This design comes from an exercise in tuning for small area, a short achievable clock period and few clock cycles on the open sky130 flow, not from production work.
Function was checked by simulation only, so behaviour that the tests miss may differ from the original.
Power and IR drop assume default switching activity.

==> flow/design.v (outline; a module is shown in full before it is edited, if it fits) <==
// module systolic_ws_stream: 3914 lines
// module ws_booth_enc: 18 lines
// module ws_fa: 10 lines
// module ws_ha: 9 lines
module systolic_ws_stream (
    input  logic        clk,
    input  logic        rst,
    input  logic        start_i,
    input  logic        reuse_w_i,
    input  logic        w_valid_i,
    input  logic [31:0] w_data_i,
    output logic        w_ready_o,
    input  logic        a_valid_i,
    input  logic [31:0] a_data_i,
    input  logic        a_last_i,
    output logic        a_ready_o,
    output logic        o_valid_o,
    output logic [71:0] o_data_o,
    output logic        busy_o,
    output logic        done_o
);
  // ...
==> flow/run.sh <==
#!/bin/bash
# synth_recipe.tcl (not shown) runs the flow's synth.tcl, then flattens the netlist and writes it again
# the make line also repeats each setting of config.mk as NAME=value (left out here)
make -C /OpenROAD-flow-scripts/flow DESIGN_CONFIG=/design/flow/config.mk WORK_HOME=/design/flow/orfs CLKGATE_MAP_FILE= SYNTH_SCRIPT=/design/flow/synth_recipe.tcl finish
==> flow/config.mk <==
export PLATFORM = sky130hd
export DESIGN_NAME = systolic_ws_stream
export DESIGN_NICKNAME = systolic_ws_stream
export VERILOG_FILES = /design/flow/design.v
export SDC_FILE = /design/flow/constraint.sdc
export NUM_CORES = 4
export LEC_CHECK = 0
export CAP_MARGIN = 20
export CORE_MARGIN = 2
export CORE_UTILIZATION = 40
export CTS_CLUSTER_DIAMETER = 60
export CTS_CLUSTER_SIZE = 40
export SETUP_SLACK_MARGIN = 4.4
export SLEW_MARGIN = 20
export SYNTH_HIERARCHICAL = 1
==> flow/constraint.sdc <==
create_clock -name core_clock -period 7.0 [get_ports {clk}]
set_input_delay 1.4000 -clock core_clock [delete_from_list [all_inputs] [get_ports {clk}]]
set_output_delay 1.4000 -clock core_clock [all_outputs]
set_load 0.01 [all_outputs]
==> impl_metrics.env, run 1 <==
export IMPL_synth_sequential_area_ratio_pct=39.02
export IMPL_synth_ff_latch_count=762
export IMPL_antennaDiodeCount=0
export IMPL_seq_area_um2=16680
export IMPL_timing_critical_path_required_ps=5600
export IMPL_power_frac_clock_pct=51.6
export IMPL_placed_wire_length_estimate_um=80460
export IMPL_synth_top_cells_by_count="sky130_fd_sc_hd__dfxtp_1, sky130_fd_sc_hd__xnor2_1, sky130_fd_sc_hd__fa_1, sky130_fd_sc_hd__a22oi_1, sky130_fd_sc_hd__clkbuf_1"
export IMPL_finalWeightedCongestion=0.8653
export IMPL_cts_setup_buffers=1
export IMPL_synth_top_cells_by_area="sky130_fd_sc_hd__dfxtp_1, sky130_fd_sc_hd__fa_1, sky130_fd_sc_hd__xnor2_1"
export IMPL_clk_pin_slew_worst_paths_ps=70
export IMPL_num_vias=26710
export IMPL_worst_slew_margin_rel_pct=31.42
export IMPL_cap_violations=0
export IMPL_nNonClkBuffers=169
export IMPL_multi_input_area_share_pct=51.14
export IMPL_cts_repair_resize_count=319
export IMPL_outcome="timing/DRC/antenna clean"
export IMPL_floorplan_die_width_um=330.2
export IMPL_grt_met2_usage_pct=30.64
export IMPL_combinational_family_with_the_most_area_after_synthesis="adder cells"
export IMPL_power_density_cell_area_nw_per_um2=196.5
export IMPL_n_tap_cell=1391
export IMPL_setup_viol=0
export IMPL_portBuffers=147
export IMPL_seq_cell_share_pct=35.35
export IMPL_inverters_excl_clock=84
export IMPL_post_synth_fa_ha_maj_area_fraction_pct=27.76
export IMPL_crit_slowest_cell="sky130_fd_sc_hd__dfrtp_1"
Testbench counts, summed over its fixed seeds: cycles 4,679.
==> run 2, diff against run 1 <==
--- a/flow/config.mk
+++ b/flow/config.mk
@@ -8,8 +8,8 @@
 export CAP_MARGIN = 20
 export CORE_MARGIN = 2
 export CORE_UTILIZATION = 40
-export CTS_CLUSTER_DIAMETER = 60
-export CTS_CLUSTER_SIZE = 40
-export SETUP_SLACK_MARGIN = 4.4
+export CTS_CLUSTER_DIAMETER = 120
+export CTS_CLUSTER_SIZE = 25
+export SETUP_SLACK_MARGIN = 4.55
 export SLEW_MARGIN = 20
 export SYNTH_HIERARCHICAL = 1
==> impl_metrics.env, run 2 <==
export IMPL_outcome="timing/DRC/antenna clean"
export IMPL_setup_slack_reg_to_reg_ps=4620
export IMPL_clockBufferDepth=3
export IMPL_finalWeightedCongestion=0.8653
export IMPL_tritoncts="done"
export IMPL_layout_cells_most_common="sky130_fd_sc_hd__xnor2_1"
export IMPL_reg_top3="wgt_q: 128 flops, oData_q: 72 flops"
export IMPL_num_vias=26400
export IMPL_place_detailed_instances=4714
export IMPL_tritoncts_num_buffers=38
export IMPL_grt_antenna_before_repair=5
export IMPL_die_area_um2=109000
export IMPL_total_power_mw=7.052
export IMPL_ioPinCount=148
export IMPL_global_route_congestion_overflow_total=0
export IMPL_worst_path_max_fanout=3
export IMPL_fmaxAchievable_mhz=387.3
export IMPL_cts_hold_buffers_added=0
export IMPL_floorplan_die_width_um=330.2
export IMPL_placed_wire_length_estimate_um=80460
export IMPL_clock_root_buffer="sky130_fd_sc_hd__clkbuf_16"
export IMPL_synth_async_sr_flop_share_pct=1.837
export IMPL_syn_cell_area_um2=42560
export IMPL_worst_skew_pair_late_latency_ps=640
export IMPL_worst_r2r_dst="cut1c3_p4_3_q"
export IMPL_cpLargestDelayFamily="flip-flops"
export IMPL_slew_of_the_pin_with_the_lowest_slew_margin_ps=944.7
export IMPL_crit_type="reg -> out"
export IMPL_crit_slowest_cell="sky130_fd_sc_hd__dfrtp_1"
export IMPL_cp_startpoint="aRdy_q"
export IMPL_core_region_area_um2=105400
export IMPL_drc=0
export IMPL_layout_common_cells="sky130_fd_sc_hd__xnor2_1, sky130_fd_sc_hd__dfxtp_1, sky130_fd_sc_hd__fa_1"
export IMPL_setup_viol=0
export IMPL_worst_hold_path_type="reg -> reg"
export IMPL_antennaDiodeCount=0
export IMPL_finalSetupTns_ps=0
export IMPL_drive_above_1_share_pct=8.424
export IMPL_fp_row_count=119
export IMPL_worst_slew_margin_rel_pct=37.02
export IMPL_critPathArrivalTime_ps=1180
export IMPL_hold_viol=0
export IMPL_overall_die_height_um=330.2
export IMPL_worst_path_largest_cell_delay_ps=410
export IMPL_synth_mux_area_fraction_pct=0.04998
export IMPL_final_setup_skew_ps=40.98
export IMPL_synthesis_nets=4194
export IMPL_synth_top_cells_by_count="sky130_fd_sc_hd__dfxtp_1, sky130_fd_sc_hd__xnor2_1, sky130_fd_sc_hd__fa_1, sky130_fd_sc_hd__a22oi_1, sky130_fd_sc_hd__clkbuf_1"
export IMPL_yosys_cell_types_count=70
export IMPL_syn_instance_count=3486
export IMPL_power_density_cell_area_nw_per_um2=154.4
export IMPL_worst_r2r_cell_count=3
export IMPL_worstSetupStartpointType="flop"
export IMPL_static_leakage_power_nw=18.02
export IMPL_grt_util_all_layers_pct=20.76
export IMPL_yosys_warnings=19
export IMPL_synth_compound_area_share_pct=12.07
export IMPL_avgRoutedWirePerCell_um=23.53
export IMPL_fin_crit_sh_pct=36.88
export IMPL_synth_simple_gate_area_share_pct=3.369
export IMPL_grt_max_degree=66
export IMPL_grt_setup_unrepaired="yes"
export IMPL_detail_route_antenna_nets=0
export IMPL_synth_xor_area_share_pct=13.42
export IMPL_worstPathCellList="buf_2"
export IMPL_drt_initial_drc_count=2736
export IMPL_portBuffers=147
export IMPL_first_global_vias=27340
export IMPL_synthFlopType="sky130_fd_sc_hd__dfxtp_1"
export IMPL_final_max_slew_violation_count=0
export IMPL_synth_sequential_area_ratio_pct=39.02
export IMPL_grt_pass1_wl_um=171100
export IMPL_path_depth=1
export IMPL_synth_enable_flop_cells=128
export IMPL_clk_pin_slew_worst_paths_ps=100
export IMPL_route_final_wire_length_um=112600
export IMPL_synth_largest_area_cell="sky130_fd_sc_hd__dfxtp_1"
export IMPL_synth_ff_latch_count=762
export IMPL_synth_area_per_cell_um2=12.21
export IMPL_synth_top_cells_by_area="sky130_fd_sc_hd__dfxtp_1, sky130_fd_sc_hd__fa_1, sky130_fd_sc_hd__xnor2_1"
export IMPL_combinational_family_with_the_most_area_after_synthesis="adder cells"
export IMPL_post_synth_fa_ha_maj_area_fraction_pct=27.76
export IMPL_detail_route_vias_per_cell=5.516
export IMPL_cp_endpoint="a_ready_o"
export IMPL_clock_tree_htree_level_count=2
export IMPL_synth_most_common_cell="sky130_fd_sc_hd__dfxtp_1"
export IMPL_finalCoreUtilization_pct=43.32
export IMPL_nets=4081
export IMPL_largest_reg_flops=128
export IMPL_timing_critical_path_required_ps=5600
export IMPL_layout_min_cycle_time_ps=2582
export IMPL_post_route_non_filler_standard_cell_count=4786
export IMPL_worstPathBufferInverterCount=1
export IMPL_max_flop_register="wgt_q"
export IMPL_critPathCaptureType="output pin"
export IMPL_cap_violations=0
export IMPL_crit_reg2reg_launch="neg_q[6][2]"
export IMPL_worst_ir_drop_vdd_uv=133.3
export IMPL_synth_largest_type_area_fraction_pct=29.16
export IMPL_cts_sink_count=762
export IMPL_initial_util_pct=40.37
export IMPL_detailedRoute_firstPassIterationCount=17
export IMPL_area_growth_synth_to_final_pct=7.309
-- run 2: cell counts after synthesis --
No cell type changed its count.
-- run 2: cell families (layout without fill, tap and decap cells) --
kind of cell,after synthesis,after routing
fa+ha+maj,637,637
xor+xnor,652,652
simple gates,285,285
flops,762,762
buf+inv,414,323
compound gates,734,734
mux,2,2
-- run 2: cell type report --
cell class | count | area (um2)
multi-input combinational | 2310 | 24180
timing repair buffer | 177 | 1558
sequential | 762 | 16750
tap | 1391 | 1740
inverter | 84 | 319.1
fill | 9826 | 59750
clock buffer | 55 | 1036
clock inverter | 7 | 87.58
-- run 2: power by group --
| group | leakage (nW) | switching [mW] | total, mW | internal [mW] |
|---|---|---|---|---|
| Clock | 0.541 | 1.50 | 2.57 | 1.07 |
| Sequential | 6.39 | 0 | 4.44 | 4.44 |
| Combinational | 11.1 | 0.0148 | 0.0489 | 0.0341 |
-- run 2: worst min path at each step --
stage / from / to / slack (ps) / depth (start not counted)
after floorplan: cut1c0_p0_0_q / cut2c0_p0_0_q / 310 / 0
after global placement: cut1c3_p1_2_q / cut2c3_p1_1_q / 310 / 0
after detailed placement: cut1c0_p1_2_q / cut2c0_p1_1_q / 310 / 0
after CTS: cut1c0_p1_2_q / cut2c0_p1_1_q / 330 / 0
after global routing: cut1c1_p0_0_q / cut2c1_p0_0_q / 340 / 0
final: cut1c0_p1_2_q / cut2c0_p1_1_q / 330 / 0
-- run 2: modules after synthesis (local to each module, per instance) --
module | area [um2] | times used
systolic_ws_stream | 30850 | 1
ws_booth_enc | 123.9 | 8
ws_fa | 20.02 | 508
ws_ha | 12.51 | 44
-- run 2: stage by stage --
step           area (um2)  setup slack [ps]  hold WS (ps)
2_1_floorplan       42580              3258         309.6
3_3_place_gp        44450              3775         313.9
3_5_place_dp        44450              3732         312.1
4_1_cts             45380              4355         334.8
5_1_grt             45670              4352         344.6
6_report            45670              4418         334.7
-- run 2: metal layers --
metal | part of all wire, % | wire length (um) | track usage (%)
met4 | 3.1 | 3517 | 6.787
met1 | 44 | 49580 | 30.15
met5 | 0.029 | 33 | 0
met3 | 9.9 | 11170 | 4.684
met2 | 43 | 48340 | 30.60
-- run 2: repair_timing --
item / in CTS / in global routing
pin swaps: 0 / 6
endpoints found under the setup margin: 335 / 192
resized for setup: 389 / 58
buffers inserted: 1 / 8
cloned: 1 / 0
==> run 3, diff against run 2 <==
--- a/flow/config.mk
+++ b/flow/config.mk
@@ -10,6 +10,6 @@
 export CORE_UTILIZATION = 40
 export CTS_CLUSTER_DIAMETER = 120
 export CTS_CLUSTER_SIZE = 25
-export SETUP_SLACK_MARGIN = 4.55
+export SETUP_SLACK_MARGIN = 4.4
 export SLEW_MARGIN = 20
 export SYNTH_HIERARCHICAL = 1
==> impl_metrics.env, run 3 <==
export IMPL_outcome="timing/DRC/antenna clean"
export IMPL_worst_ir_drop_vdd_uv=133.6
export IMPL_static_leakage_power_nw=17.90
export IMPL_placed_wire_length_estimate_um=80460
export IMPL_worst_path_max_fanout=16
export IMPL_synth_top_cells_by_area="sky130_fd_sc_hd__dfxtp_1, sky130_fd_sc_hd__fa_1, sky130_fd_sc_hd__xnor2_1"
export IMPL_cp_startpoint="two_q[4][0]"
export IMPL_worst_hold_path_type="reg -> reg"
export IMPL_synth_largest_type_area_fraction_pct=29.16
export IMPL_final_max_slew_violation_count=0
export IMPL_cap_violations=0
export IMPL_cts_sink_count=762
export IMPL_worst_case_setup_margin_in_the_final_layout_ps=4417
export IMPL_nets=4073
export IMPL_worst_slew_margin_rel_pct=36.10
export IMPL_total_power_mw=7.049
export IMPL_worstSetupStartpointType="flop"
export IMPL_crit_reg2reg_launch="two_q[4][0]"
export IMPL_final_setup_skew_ps=40.71
export IMPL_final_area_um2=45420
export IMPL_detailedRoute_firstPassIterationCount=17
export IMPL_yosys_cell_types_count=70
export IMPL_antennaDiodeCount=0
export IMPL_synth_top_cells_by_count="sky130_fd_sc_hd__dfxtp_1, sky130_fd_sc_hd__xnor2_1, sky130_fd_sc_hd__fa_1, sky130_fd_sc_hd__a22oi_1, sky130_fd_sc_hd__clkbuf_1"
export IMPL_detail_route_vias_per_cell=5.511
export IMPL_synth_enable_flop_cells=128
export IMPL_power_internal_mw=5.537
export IMPL_setup_slack_reg_to_reg_ps=4420
export IMPL_timing_critical_path_required_ps=7450
export IMPL_max_flop_register="wgt_q"
export IMPL_reg_top3="wgt_q: 128 flops, oData_q: 72 flops"
export IMPL_layout_common_cells="sky130_fd_sc_hd__xnor2_1, sky130_fd_sc_hd__dfxtp_1, sky130_fd_sc_hd__fa_1"
export IMPL_worst_skew_pair_late_latency_ps=640
export IMPL_clock_tree_htree_level_count=2
export IMPL_hold_path_startpoint="cut1c0_p1_2_q"
export IMPL_place_detailed_instances=4714
export IMPL_portBuffers=147
export IMPL_syn_cell_area_um2=42560
export IMPL_avgRoutedWirePerCell_um=23.46
export IMPL_clk_pin_slew_worst_paths_ps=110
export IMPL_floorplan_die_width_um=330.2
export IMPL_grt_setup_unrepaired="yes"
export IMPL_synth_area_per_cell_um2=12.21
export IMPL_finalWeightedCongestion=0.8653
export IMPL_initial_util_pct=40.37
export IMPL_layout_cells_most_common="sky130_fd_sc_hd__xnor2_1"
export IMPL_core_region_area_um2=105400
export IMPL_largest_reg_flops=128
export IMPL_first_global_vias=27330
export IMPL_overall_die_height_um=330.2
export IMPL_placed_cell_area_um2=44450
export IMPL_power_frac_clock_pct=36.4
export IMPL_hold_viol=0
export IMPL_synth_sequential_area_ratio_pct=39.02
export IMPL_power_share_combinational_pct=0.7
export IMPL_seqPwrFrac_pct=62.9
export IMPL_critPathCaptureType="flop"
export IMPL_fp_row_count=119
export IMPL_fin_crit_sh_pct=36.90
export IMPL_synth_largest_area_cell="sky130_fd_sc_hd__dfxtp_1"
export IMPL_ioPinCount=148
export IMPL_syn_instance_count=3486
export IMPL_slew_of_the_pin_with_the_lowest_slew_margin_ps=958.5
export IMPL_setup_viol=0
export IMPL_drt_initial_drc_count=2919
export IMPL_num_vias=26330
export IMPL_critPathArrivalTime_ps=3040
export IMPL_grt_antenna_before_repair=6
export IMPL_power_density_cell_area_nw_per_um2=155.2
export IMPL_grt_pass1_wl_um=170600
export IMPL_clock_root_buffer="sky130_fd_sc_hd__clkbuf_16"
export IMPL_global_route_congestion_overflow_total=0
export IMPL_switching_share_pct=21.45
export IMPL_place_worst_setup_slack_ps=3732
export IMPL_grt_max_degree=130
export IMPL_layout_min_cycle_time_ps=2583
export IMPL_synth_ff_latch_count=762
export IMPL_die_area_um2=109000
export IMPL_yosys_warnings=19
export IMPL_area_growth_synth_to_final_pct=6.735
export IMPL_drive_above_1_share_pct=6.879
export IMPL_drc=0
export IMPL_synthesis_nets=4194
export IMPL_post_route_non_filler_standard_cell_count=4778
export IMPL_finalSetupTns_ps=0
export IMPL_netSwitchingPower_mw=1.512
export IMPL_crit_type="reg -> reg"
export IMPL_clockBufferDepth=3
export IMPL_fmaxAchievable_mhz=387.1
export IMPL_route_final_wire_length_um=112100
export IMPL_detail_route_antenna_nets=0
export IMPL_synth_async_sr_flop_share_pct=1.837
export IMPL_synth_most_common_cell="sky130_fd_sc_hd__dfxtp_1"
export IMPL_tritoncts_num_buffers=38
export IMPL_tritoncts="done"
export IMPL_grt_util_all_layers_pct=20.68
export IMPL_synthFlopType="sky130_fd_sc_hd__dfxtp_1"
run 3: area by class of cell:
class                   instances  area [um2]
inverters                      84       319.1
repair buffers                169        1398
well taps                    1391        1740
clock inverters                 7       87.58
multi-input cells            2310       24140
fillers                      9849       59990
flip-flops and latches        762       16710
clock buffers                  55        1036
run 3: per-layer routing:
metal,global-route usage [%],vias to the layer above,share of wire (%)
met1,29.97,13320,44
met5,0,-,0.029
met2,30.63,1352,43
met3,4.552,202,9.7
met4,6.817,4,3.1
li1,-,11460,-
run 3: critical path, stage by stage (launching register included):
cell and delay, ps:
sky130_fd_sc_hd__dfxtp_1 820, sky130_fd_sc_hd__a22oi_1 240, sky130_fd_sc_hd__xnor2_1 300, sky130_fd_sc_hd__fa_1 500
sky130_fd_sc_hd__fa_1 550
run 3: cells by family (layout without fill, tap and decap cells):
| logic type | Yosys count | count (layout) | synth area share (%) |
|---|---|---|---|
| AO/OA/AOI/OAI | 734 | 734 | 12.07 |
| XOR/XNOR | 652 | 652 | 13.42 |
| adder cells (fa/ha/maj) | 637 | 637 | 27.76 |
| buffers and inverters | 414 | 315 | 4.319 |
| flip-flops | 762 | 762 | 39.02 |
| multiplexers | 2 | 2 | 0.04998 |
| AND/OR/NAND/NOR | 285 | 285 | 3.369 |
run 3: what timing repair did:
action,4_1_cts,5_1_grt
hold endpoints to repair,0,0
buffers inserted,1,1
gates resized for setup,265,69
setup endpoints to repair,85,153
hold buffers,0,0
run 3: path summary, 6_finish.rpt:
path,cells past startpoint,end
max,4,cut1c3_p4_2_q
min,0,cut2c0_p1_1_q
max reg2reg,4,cut1c3_p4_2_q
min reg2reg,0,cut2c0_p1_1_q
max in group asynchronous,2,wRdy_q
min in group asynchronous,2,vPipe_q[0]
run 3: power by group through the flow:
stage / clock, mW / combinational [mW] / sequential, mW
floorplan: 0 / 0.00125 / 4.54
global placement: 0 / 0.0496 / 4.54
detailed placement: 0 / 0.0490 / 4.54
CTS: 2.69 / 0.0493 / 4.44
global route: 2.83 / 0.0515 / 4.44
finish: 2.56 / 0.0490 / 4.44
run 3: per-module statistics from Yosys (local to each module, per instance):
module              flops+latches  cell area, um2
systolic_ws_stream            762           30850
ws_ha                           0           12.51
ws_booth_enc                    0           123.9
ws_fa                           0           20.02
run 3: through the flow:
stage / hold WS (ps) / utilization [%]
after floorplan: 309.6 / -
after global placement: 313.9 / 42.17
after detailed placement: 312.1 / 42.17
after CTS: 334.8 / 43.10
after global routing: 350.3 / 43.09
final: 334.7 / 43.09
==> run 4, diff against run 3 <==
--- a/flow/config.mk
+++ b/flow/config.mk
@@ -7,9 +7,10 @@
 export LEC_CHECK = 0
 export CAP_MARGIN = 20
 export CORE_MARGIN = 2
-export CORE_UTILIZATION = 40
+export CORE_UTILIZATION = 55
 export CTS_CLUSTER_DIAMETER = 120
 export CTS_CLUSTER_SIZE = 25
+export PLACE_DENSITY = 0.72
 export SETUP_SLACK_MARGIN = 4.4
 export SLEW_MARGIN = 20
 export SYNTH_HIERARCHICAL = 1
==> impl_metrics.env, run 4 <==
export IMPL_layout_cells_most_common="sky130_fd_sc_hd__dfxtp_1"
export IMPL_critPathMostFrequentCell="sky130_fd_sc_hd__fa_1"
export IMPL_cap_violations=0
export IMPL_fillerInstances=6313
export IMPL_initial_util_pct=55.21
export IMPL_worst_path_largest_cell_delay_ps=1050
export IMPL_synth_largest_area_cell="sky130_fd_sc_hd__dfxtp_1"
export IMPL_synth_async_sr_flop_share_pct=1.837
export IMPL_netSwitchingPower_mw=1.418
export IMPL_synth_sequential_area_ratio_pct=39.02
export IMPL_finalCoreUtilization_pct=58.32
export IMPL_area_growth_synth_to_final_pct=5.633
export IMPL_synth_most_common_cell="sky130_fd_sc_hd__dfxtp_1"
export IMPL_power_frac_clock_pct=34.9
export IMPL_worst_slew_margin_rel_pct=27.46
export IMPL_finalWeightedCongestion=0.8997
export IMPL_detail_route_antenna_nets=0
export IMPL_routed_wl_met2_um=45540
export IMPL_antennaDiodeCount=0
export IMPL_clockBufferDepth=3
export IMPL_layout_min_cycle_time_ps=2614
export IMPL_seqPwrFrac_pct=64.5
export IMPL_synthFlopType="sky130_fd_sc_hd__dfxtp_1"
export IMPL_reg_top3="wgt_q: 128 flops, oData_q: 72 flops"
export IMPL_drc=0
export IMPL_nets=4085
export IMPL_fmaxAchievable_mhz=382.5
export IMPL_yosys_cell_types_count=70
export IMPL_maxUsedRoutingLayer="met5"
export IMPL_crit_slowest_cell="sky130_fd_sc_hd__dfxtp_1"
export IMPL_setup_viol=0
export IMPL_worstPathCellList="a22oi_1, xnor2_1, fa_1, fa_1"
export IMPL_layout_common_cells="sky130_fd_sc_hd__dfxtp_1, sky130_fd_sc_hd__xnor2_1, sky130_fd_sc_hd__fa_1"
export IMPL_tritoncts="done"
export IMPL_hold_path_startpoint="cut1c3_p15_0_q"
export IMPL_clock_tree_htree_level_count=2
export IMPL_slew_of_the_pin_with_the_lowest_slew_margin_ps=1087
export IMPL_wirelength_met1_um=45090
export IMPL_detail_route_vias_per_cell=6.039
export IMPL_hold_viol=0
export IMPL_cts_hold_buffers_added=0
export IMPL_global_route_congestion_overflow_total=0
export IMPL_grt_setup_unrepaired="yes"
export IMPL_worstSetupStartpointType="flop"
export IMPL_cpLargestDelayFamily="flip-flops"
export IMPL_route_final_wire_length_um=107200
export IMPL_drt_initial_drc_count=3317
export IMPL_grt_util_all_layers_pct=27.44
export IMPL_synth_area_per_cell_um2=12.21
export IMPL_timing_critical_path_required_ps=7480
export IMPL_grt_pass1_wl_um=164800
export IMPL_worst_path_max_fanout=18
export IMPL_synth_largest_type_area_fraction_pct=29.16
export IMPL_ioPinCount=148
export IMPL_avgRoutedWirePerCell_um=24.18
export IMPL_floorplan_die_width_um=282.2
export IMPL_portBuffers=147
export IMPL_crit_type="reg -> reg"
export IMPL_power_internal_mw=5.463
export IMPL_fin_crit_sh_pct=37.35
export IMPL_synth_enable_flop_cells=128
export IMPL_grt_max_degree=48
export IMPL_crit_reg2reg_launch="one_q[3][2]"
export IMPL_critPathArrivalTime_ps=3100
export IMPL_outcome="timing/DRC/antenna clean"
export IMPL_placed_wire_length_estimate_um=77160
export IMPL_power_share_combinational_pct=0.7
export IMPL_die_area_um2=79620
export IMPL_finalSetupTns_ps=0
export IMPL_syn_instance_count=3486
export IMPL_synth_top_cells_by_area="sky130_fd_sc_hd__dfxtp_1, sky130_fd_sc_hd__fa_1, sky130_fd_sc_hd__xnor2_1"
export IMPL_fp_row_count=102
export IMPL_max_flop_register="wgt_q"
export IMPL_final_max_slew_violation_count=0
export IMPL_cp_startpoint="one_q[3][2]"
export IMPL_first_global_vias=27340
export IMPL_grt_antenna_before_repair=3
export IMPL_worst_hold_path_type="reg -> reg"
export IMPL_wl_met3_um=12990
export IMPL_syn_cell_area_um2=42560
export IMPL_final_setup_skew_ps=48.14
export IMPL_switching_share_pct=20.61
export IMPL_cts_sink_count=762
export IMPL_overall_die_height_um=282.2
export IMPL_worst_ir_drop_vdd_uv=161.8
export IMPL_synthesis_nets=4194
export IMPL_clk_pin_slew_worst_paths_ps=100
export IMPL_synth_ff_latch_count=762
export IMPL_clock_root_buffer="sky130_fd_sc_hd__clkbuf_16"
export IMPL_core_region_area_um2=77080
export IMPL_worst_skew_pair_late_latency_ps=630
export IMPL_power_density_cell_area_nw_per_um2=153.1
export IMPL_yosys_warnings=19
export IMPL_detailedRoute_firstPassIterationCount=7
export IMPL_largest_reg_flops=128
export IMPL_drive_above_1_share_pct=5.834
export IMPL_worstPathBufferInverterCount=0
export IMPL_critPathCaptureType="flop"
export IMPL_tritoncts_num_buffers=36
export IMPL_static_leakage_power_nw=17.87
export IMPL_synth_top_cells_by_count="sky130_fd_sc_hd__dfxtp_1, sky130_fd_sc_hd__xnor2_1, sky130_fd_sc_hd__fa_1, sky130_fd_sc_hd__a22oi_1, sky130_fd_sc_hd__clkbuf_1"
export IMPL_num_vias=26780
-- run 4: through the flow --
| step | hold slack (ps) | setup WS, ps | area, um2 | power (mW) | std cells |
|---|---|---|---|---|---|
| global route | 338.1 | 4377 | 44960 | 7.100 | 4434 |
| floorplan | 309.6 | 3258 | 42580 | 4.539 | 3486 |
| detailed placement | 312.1 | 3220 | 44070 | 4.585 | 4374 |
| global placement | 310.7 | 3277 | 44070 | 4.585 | 4374 |
| finish | 326.9 | 4386 | 44960 | 6.882 | 4434 |
| CTS | 330.3 | 4400 | 45120 | 6.942 | 4434 |
-- run 4: kinds of logic (layout without fill, tap and decap cells) --
kind of cell               after synthesis  in the layout  share of synthesized area, %
AOI/OAI and AO/OA                      734            734                         12.07
adders and majority gates              637            637                         27.76
xor gates and xnor gates               652            652                         13.42
muxes                                    2              2                       0.04998
buffers and inverters                  414            322                         4.319
DFF                                    762            762                         39.02
and+or+nand+nor                        285            285                         3.369
-- run 4: final timing paths --
path | end | slack [ps] | cells past startpoint
max in group asynchronous | wRdy_q | 5510 | 2
worst min register to register | cut2c3_p16_1_q | 330 | 0
worst max register to register | cut1c0_p5_5_q | 4390 | 4
worst min-delay path | cut2c3_p16_1_q | 330 | 0
min in group asynchronous | wCnt_q[0] | 1110 | 2
worst max-delay path | cut1c0_p5_5_q | 4390 | 4
-- run 4: cell type report --
| class | instances | area, um2 | share of cell area [%] |
|---|---|---|---|
| Clock buffer | 51 | 978.4 | 2.176 |
| Inverter | 84 | 319.1 | 0.7097 |
| Sequential cell | 762 | 16660 | 37.07 |
| Tap cell | 1040 | 1301 | 2.895 |
| Timing Repair inverter | 1 | 7.507 | 0.01670 |
| Timing Repair Buffer | 182 | 1521 | 3.384 |
| Clock inverter | 4 | 32.53 | 0.07236 |
| Multi-Input combinational cell | 2310 | 24130 | 53.68 |
-- run 4: modules after synthesis, one instance, submodules excluded --
module              copies in the design  cells inside  flip-flops and latches
systolic_ws_stream                     1          2790                     762
ws_booth_enc                           8            18                       0
ws_ha                                 44             1                       0
ws_fa                                508             1                       0
-- run 4: timing repair --
action                     CTS  global route
buffers inserted             4             0
gates resized for setup    180            88
cloned                       1             0
setup endpoints to repair  215           106
hold endpoints to repair     0             0
-- run 4: metal layers --
| metal | up-vias | GRT usage, % |
|---|---|---|
| met3 | 250 | 6.707 |
| li1 | 11470 | - |
| met2 | 1755 | 40.08 |
| met5 | - | 0.06105 |
| met4 | 2 | 8.859 |
| met1 | 13300 | 40.28 |
-- run 4: power groups by stage --
stage | Combinational [mW] | Clock, mW | Sequential (mW)
after detailed placement | 0.0468 | 0 | 4.54
final | 0.0466 | 2.40 | 4.44
after global placement | 0.0468 | 0 | 4.54
after CTS | 0.0472 | 2.46 | 4.44
after global routing | 0.0494 | 2.61 | 4.44
after floorplan | 0.00125 | 0 | 4.54

[static timing again, ports no longer ideal]
The results above use ideal ports. As a check the final layouts listed here were re-extracted and re-timed, cells and wires unchanged.
Step 1: set_driving_cell puts a clkbuf_16 on clk and a buf_2 on each other input, an assumption about the parent block.
Step 2 adds t to the input delays and takes it off the output delays; t is the mean of the earliest and latest rising clock arrival at the registers after step 1. Input paths then give back, and output paths get back, about the clock's delay inside the block.
Slacks: ideal ports / drivers / drivers and shift; pairs: ideal ports / drivers.
| run | t (ns) | setup slack, ns | worst hold slack (ns) | worst slew at a driven data input, ns | cell pins on the clock port's net |
|---|---|---|---|---|---|
| run 1 | 0.712 | 4.391 / 4.323 / 3.786 | 0.328 / 0.328 / 0.328 | 0.08 | 1 |
| run 2 | 0.681 | 4.418 / 4.351 / 3.948 | 0.335 / 0.335 / 0.335 | 0.08 | 1 |
| run 3 | 0.681 | 4.417 / 4.351 / 3.794 | 0.335 / 0.335 / 0.335 | 0.08 | 1 |
| run 4 | 0.671 | 4.386 / 4.362 / 3.907 | 0.327 / 0.327 / 0.327 | 0.13 | 1 |
After both steps setup and hold are still met in every run listed. For run 3, which loses most, drivers alone change the setup slack by -0.066 ns; drivers and shift together by -0.623 ns.
